Background: an optimization exercise with open tools, aiming at small area and a short achievable clock period. Do not read the settings as production practice.
In this exercise RTL edits were held to simulation tests only and were not proved equivalent to the original.
Power figures rest on the tool's default switching activity, not on a simulated workload.

Design dmem_responder, start of the top module:
module dmem_responder
#(
   parameter int ADDR_W      = 32,
   parameter int DEPTH_WORDS = 64,
   parameter int WAIT_CYCLES = 2
) (
   input  logic              clk,
   input  logic              reset,
   input  logic              req_valid,
   output logic              req_ready,
   input  logic              req_we,
   input  logic [ADDR_W-1:0] req_addr,
   input  logic [31:0]       req_wdata,
   input  logic [2:0]        req_funct3,
   output logic              rsp_valid,
   input  logic              rsp_ready,
   output logic [31:0]       rsp_rdata,
   output logic              rsp_err
);
Size: roughly 2,200 flip-flops, roughly 110 I/O pins, ~0.060 sq mm of cells after synthesis.
==> flow/config.mk <==
export PLATFORM = sky130hd
export DESIGN_NAME = dmem_responder
export DESIGN_NICKNAME = dmem_responder
export VERILOG_FILES = /design/flow/design.v
export SDC_FILE = /design/flow/constraint.sdc
export NUM_CORES = 4
export LEC_CHECK = 0
export CAP_MARGIN = 20
export CORE_MARGIN = 2
export CORE_UTILIZATION = 50
export CTS_BUF_LIST = sky130_fd_sc_hd__clkbuf_8 sky130_fd_sc_hd__clkbuf_16
export CTS_CLUSTER_DIAMETER = 100
export CTS_CLUSTER_SIZE = 26
export PLACE_DENSITY = 0.7
export SETUP_SLACK_MARGIN = 3.3
export SLEW_MARGIN = 20
==> flow/constraint.sdc <==
create_clock -name core_clock -period 6.0 [get_ports {clk}]
set_input_delay 1.2000 -clock core_clock [delete_from_list [all_inputs] [get_ports {clk}]]
set_output_delay 1.2000 -clock core_clock [all_outputs]
set_load 0.01 [all_outputs]
standard.sh (not shown) runs the stock make flow with config.mk's settings and CLKGATE_MAP_FILE= SYNTH_SCRIPT=/design/flow/synth_recipe.tcl, a recipe that flattens the netlist after the stock synthesis.
==> flow/flow/run.sh <==
#!/bin/bash
# The standard layout (the standard.sh), with these changes:
#  - the port buffers are buf_4 cells instead of the library's default pick (a delay cell)
#  - gate sizing may change a cell's footprint (MATCH_CELL_FOOTPRINT=0), so that cells on
#    the critical paths can be upsized
#  - after global placement each output port buffer is moved next to the register that
#    drives it (flow/post_gp.tcl); detailed placement legalises it
# The whole make output goes to standard.log; ORFS keeps each step's log under orfs/logs.
set -euo pipefail
bash standard.sh MATCH_CELL_FOOTPRINT=0 'BUFFER_PORTS_ARGS=-buffer_cell sky130_fd_sc_hd__buf_4' \
  "POST_GLOBAL_PLACE_TCL=$PWD/flow/post_gp.tcl" finish > standard.log 2>&1
==> flow/flow/post_gp.tcl <==
# After global placement: put each output port buffer on top of the register that drives
# it (detailed placement legalises it later). The register then drives a short wire and the
# stronger port buffer drives the long wire to the pin.
set n 0
foreach buf [get_cells output*] {
  foreach ipin [get_pins -of_objects $buf -filter "direction == input"] {
    foreach dpin [get_pins -of_objects [get_nets -of_objects $ipin] -filter "direction == output"] {
      set drv [get_cells -of_objects $dpin]
      if {[string match "sky130_fd_sc_hd__df*" [get_property $drv ref_name]]} {
        set loc [[sta::sta_to_db_inst $drv] getLocation]
        [sta::sta_to_db_inst $buf] setLocation [lindex $loc 0] [lindex $loc 1]
        incr n
      }
    }
  }
}
puts "post_gp: moved $n output buffers next to their registers"
Rerun with:
- SETUP_SLACK_MARGIN: 3.3 -> 4.2
Outcome:
- The changed run finished clean
- synthesized cell count does not change
- clock power is about the same
- setup slack gets better by 190 ps
- area after synthesis does not change
- non-clock buffer count climbs by 127
- cell count climbs by a few percent
- count of clock-buffer cells in the layout drops by 2
- die area stays the same

v13:
dmem_responder again, from the RTL that the note above started with.
## dmem_responder
module dmem_responder
#(
   parameter int ADDR_W      = 32,
   parameter int DEPTH_WORDS = 64,
   parameter int WAIT_CYCLES = 2
) (
   input  logic              clk,
   input  logic              reset,
   input  logic              req_valid,
   output logic              req_ready,
   input  logic              req_we,
   input  logic [ADDR_W-1:0] req_addr,
   input  logic [31:0]       req_wdata,
   input  logic [2:0]        req_funct3,
   output logic              rsp_valid,
   input  logic              rsp_ready,
   output logic [31:0]       rsp_rdata,
   output logic              rsp_err
);
   localparam int NR = 16;
   logic s1, s2, s3, busy;                
   always_ff @(posedge clk or negedge reset) begin
      if (!reset) begin
         req_ready <= 1'b0;
         s1        <= 1'b0;
         s2        <= 1'b0;
         s3        <= 1'b0;
         busy      <= 1'b0;
         rsp_valid <= 1'b0;
      end else begin
         req_ready <= req_ready ? !req_valid : (rsp_valid ? rsp_ready : !(s1 | s2 | s3));
         s1        <= req_ready & req_valid;
         s2        <= s1;
         s3        <= s2;
         busy      <= (req_ready & req_valid) | s1 | s2;
         rsp_valid <= s3 | (rsp_valid & !rsp_ready);
      end
   end
   logic [1:0] rot;
   always_ff @(posedge clk)
      rot <= rot + 2'd1;
  ...
export LEC_CHECK = 0
export CAP_MARGIN = 20
export CORE_MARGIN = 2
export CORE_UTILIZATION = 50
export CTS_BUF_LIST = sky130_fd_sc_hd__clkbuf_8 sky130_fd_sc_hd__clkbuf_16
export CTS_CLUSTER_DIAMETER = 100
export CTS_CLUSTER_SIZE = 26
export PLACE_DENSITY = 0.7
export SETUP_SLACK_MARGIN = 3.45
export SLEW_MARGIN = 20
create_clock -name core_clock -period 6.0 [get_ports {clk}]
Scripts as last shown in full above: flow/flow/run.sh, flow/flow/post_gp.tcl
### v13 -> v19
Settings: SETUP_SLACK_MARGIN now 3.6, was 3.45.
diff --git a/flow/flow/run.sh b/flow/flow/run.sh
--- a/flow/flow/run.sh
+++ b/flow/flow/run.sh
@@ -3 +3,2 @@
-#  - the port buffers are buf_4 cells instead of the library's default pick (a delay cell)
+#  - the input ports get buf_1 buffers and the output ports buf_4 buffers, instead of the
+#    library's default pick (a delay cell); the outputs are buffered in flow/post_gp.tcl
@@ -10 +11 @@
-bash standard.sh MATCH_CELL_FOOTPRINT=0 'BUFFER_PORTS_ARGS=-buffer_cell sky130_fd_sc_hd__buf_4' \
+bash standard.sh MATCH_CELL_FOOTPRINT=0 'BUFFER_PORTS_ARGS=-inputs -buffer_cell sky130_fd_sc_hd__buf_1' \
diff --git a/flow/flow/post_gp.tcl b/flow/flow/post_gp.tcl
--- a/flow/flow/post_gp.tcl
+++ b/flow/flow/post_gp.tcl
@@ -1,2 +1,3 @@
-# After global placement: put each output port buffer on top of the register that drives
-# it (detailed placement legalises it later). The register then drives a short wire and the
+# After global placement: buffer the output ports (the inputs were buffered with buf_1 cells
+# before it), and put each output port buffer on top of the register that drives it
+# (detailed placement legalises it later). The register then drives a short wire and the
@@ -3,0 +5 @@
+buffer_ports -outputs -buffer_cell sky130_fd_sc_hd__buf_4
- There was hardly any difference in global-route wire length before repair between v13 and v19.
- In terms of total track usage, v19 and v13 differ only marginally.
- Comparing v19 and v13, the higher wire length was measured on v19.
- A standard cell with the maximum stage delay on the critical path of sky130_fd_sc_hd__nor4_1 is what v13 shows, while sky130_fd_sc_hd__dfrtp_1 belongs to v19.
- Looking at worst setup path startpoint, the rsp_rdata[9]$_DFFE_PN0P_ result is from v19; the rs2[15]$_SDFF_PN0_ one comes from v13.
- Actual slew at the worst max-slew pin: higher on v13
- Combinational cell fraction of total power: lower on v13
- Diff v13..v19 | cell area | negligible
- Looking at delay of the slowest critical-path stage, v19 sits 0.25 ns below v13.
Input changes introduced in v38 (baseline for comparison: v19):
Settings: PLACE_DENSITY no longer set, was 0.7; CTS_CLUSTER_DIAMETER now 60, was 100.
diff --git a/flow/flow/run.sh b/flow/flow/run.sh
--- a/flow/flow/run.sh
+++ b/flow/flow/run.sh
@@ -3,2 +3 @@
-#  - the input ports get buf_1 buffers and the output ports buf_4 buffers, instead of the
-#    library's default pick (a delay cell); the outputs are buffered in flow/post_gp.tcl
+#  - the port buffers are buf_4 cells instead of the library's default pick (a delay cell)
@@ -11 +10 @@
-bash standard.sh MATCH_CELL_FOOTPRINT=0 'BUFFER_PORTS_ARGS=-inputs -buffer_cell sky130_fd_sc_hd__buf_1' \
+bash standard.sh MATCH_CELL_FOOTPRINT=0 'BUFFER_PORTS_ARGS=-buffer_cell sky130_fd_sc_hd__buf_4' \
diff --git a/flow/flow/post_gp.tcl b/flow/flow/post_gp.tcl
--- a/flow/flow/post_gp.tcl
+++ b/flow/flow/post_gp.tcl
@@ -1,3 +1,2 @@
-# After global placement: buffer the output ports (the inputs were buffered with buf_1 cells
-# before it), and put each output port buffer on top of the register that drives it
-# (detailed placement legalises it later). The register then drives a short wire and the
+# After global placement: put each output port buffer on top of the register that drives
+# it (detailed placement legalises it later). The register then drives a short wire and the
@@ -5 +3,0 @@
-buffer_ports -outputs -buffer_cell sky130_fd_sc_hd__buf_4
--- outcome ---
- In summary, v38 completed successfully, with a layout that passed the timing, DRC and antenna checks.
- v38 vs v19, post-cts sizing count went up by 10.
- From v19 to v38 the numbers moved as follows: number of global-route vias before repair rose by 0.53%; power shows an increase of 8.4%; first-iteration DRC count moved down; synthesis-to-finish area growth +3.6 points.
- Fraction of the cycle the final worst path needs is lower on v19
- Max freq v19 -> v38: degraded
- From v38 to v19, die outline area did not move at all.
- Transition time of the tightest slew-check pin was higher in v38 than in v19.

[separate check: timing with driven ports]
The results above use ideal ports. As a check the final layouts listed here were re-extracted and re-timed, cells and wires unchanged.
Step 1 sets driving cells, clkbuf_16 on the clock port and buf_2 on the other inputs (assumed; they add their load-dependent delay and slew).
Step 2 moves the port delays by t, midway between the first and last clock arrival at a register: inputs arrive t later, outputs are due t later. That takes back most of the time a late clock gives input paths.
Slacks: no drivers / after step 1 / after step 2; pairs: no drivers / after step 1.
run	shift t [ns]	setup WS [ns]	worst hold slack (ns)	slew at the worst register clock pin (ns)
the first run of note 1	0.786	3.279 / 3.279 / 2.668	0.319 / 0.319 / 0.319	0.11 / 0.11
the second run of note 1	0.796	3.469 / 3.393 / 3.323	0.308 / 0.308 / 0.308	0.12 / 0.12
v13	0.778	3.282 / 3.282 / 2.911	0.319 / 0.319 / 0.319	0.11 / 0.11
v19	0.796	3.458 / 3.375 / 2.946	0.306 / 0.306 / 0.306	0.11 / 0.11
v38	0.833	3.448 / 3.367 / 2.936	0.311 / 0.311 / 0.311	0.10 / 0.10
After both steps every run listed still meets setup and hold. For the first run of note 1, which loses most, drivers alone change the setup slack by 0.000 ns; drivers and shift together by -0.611 ns.
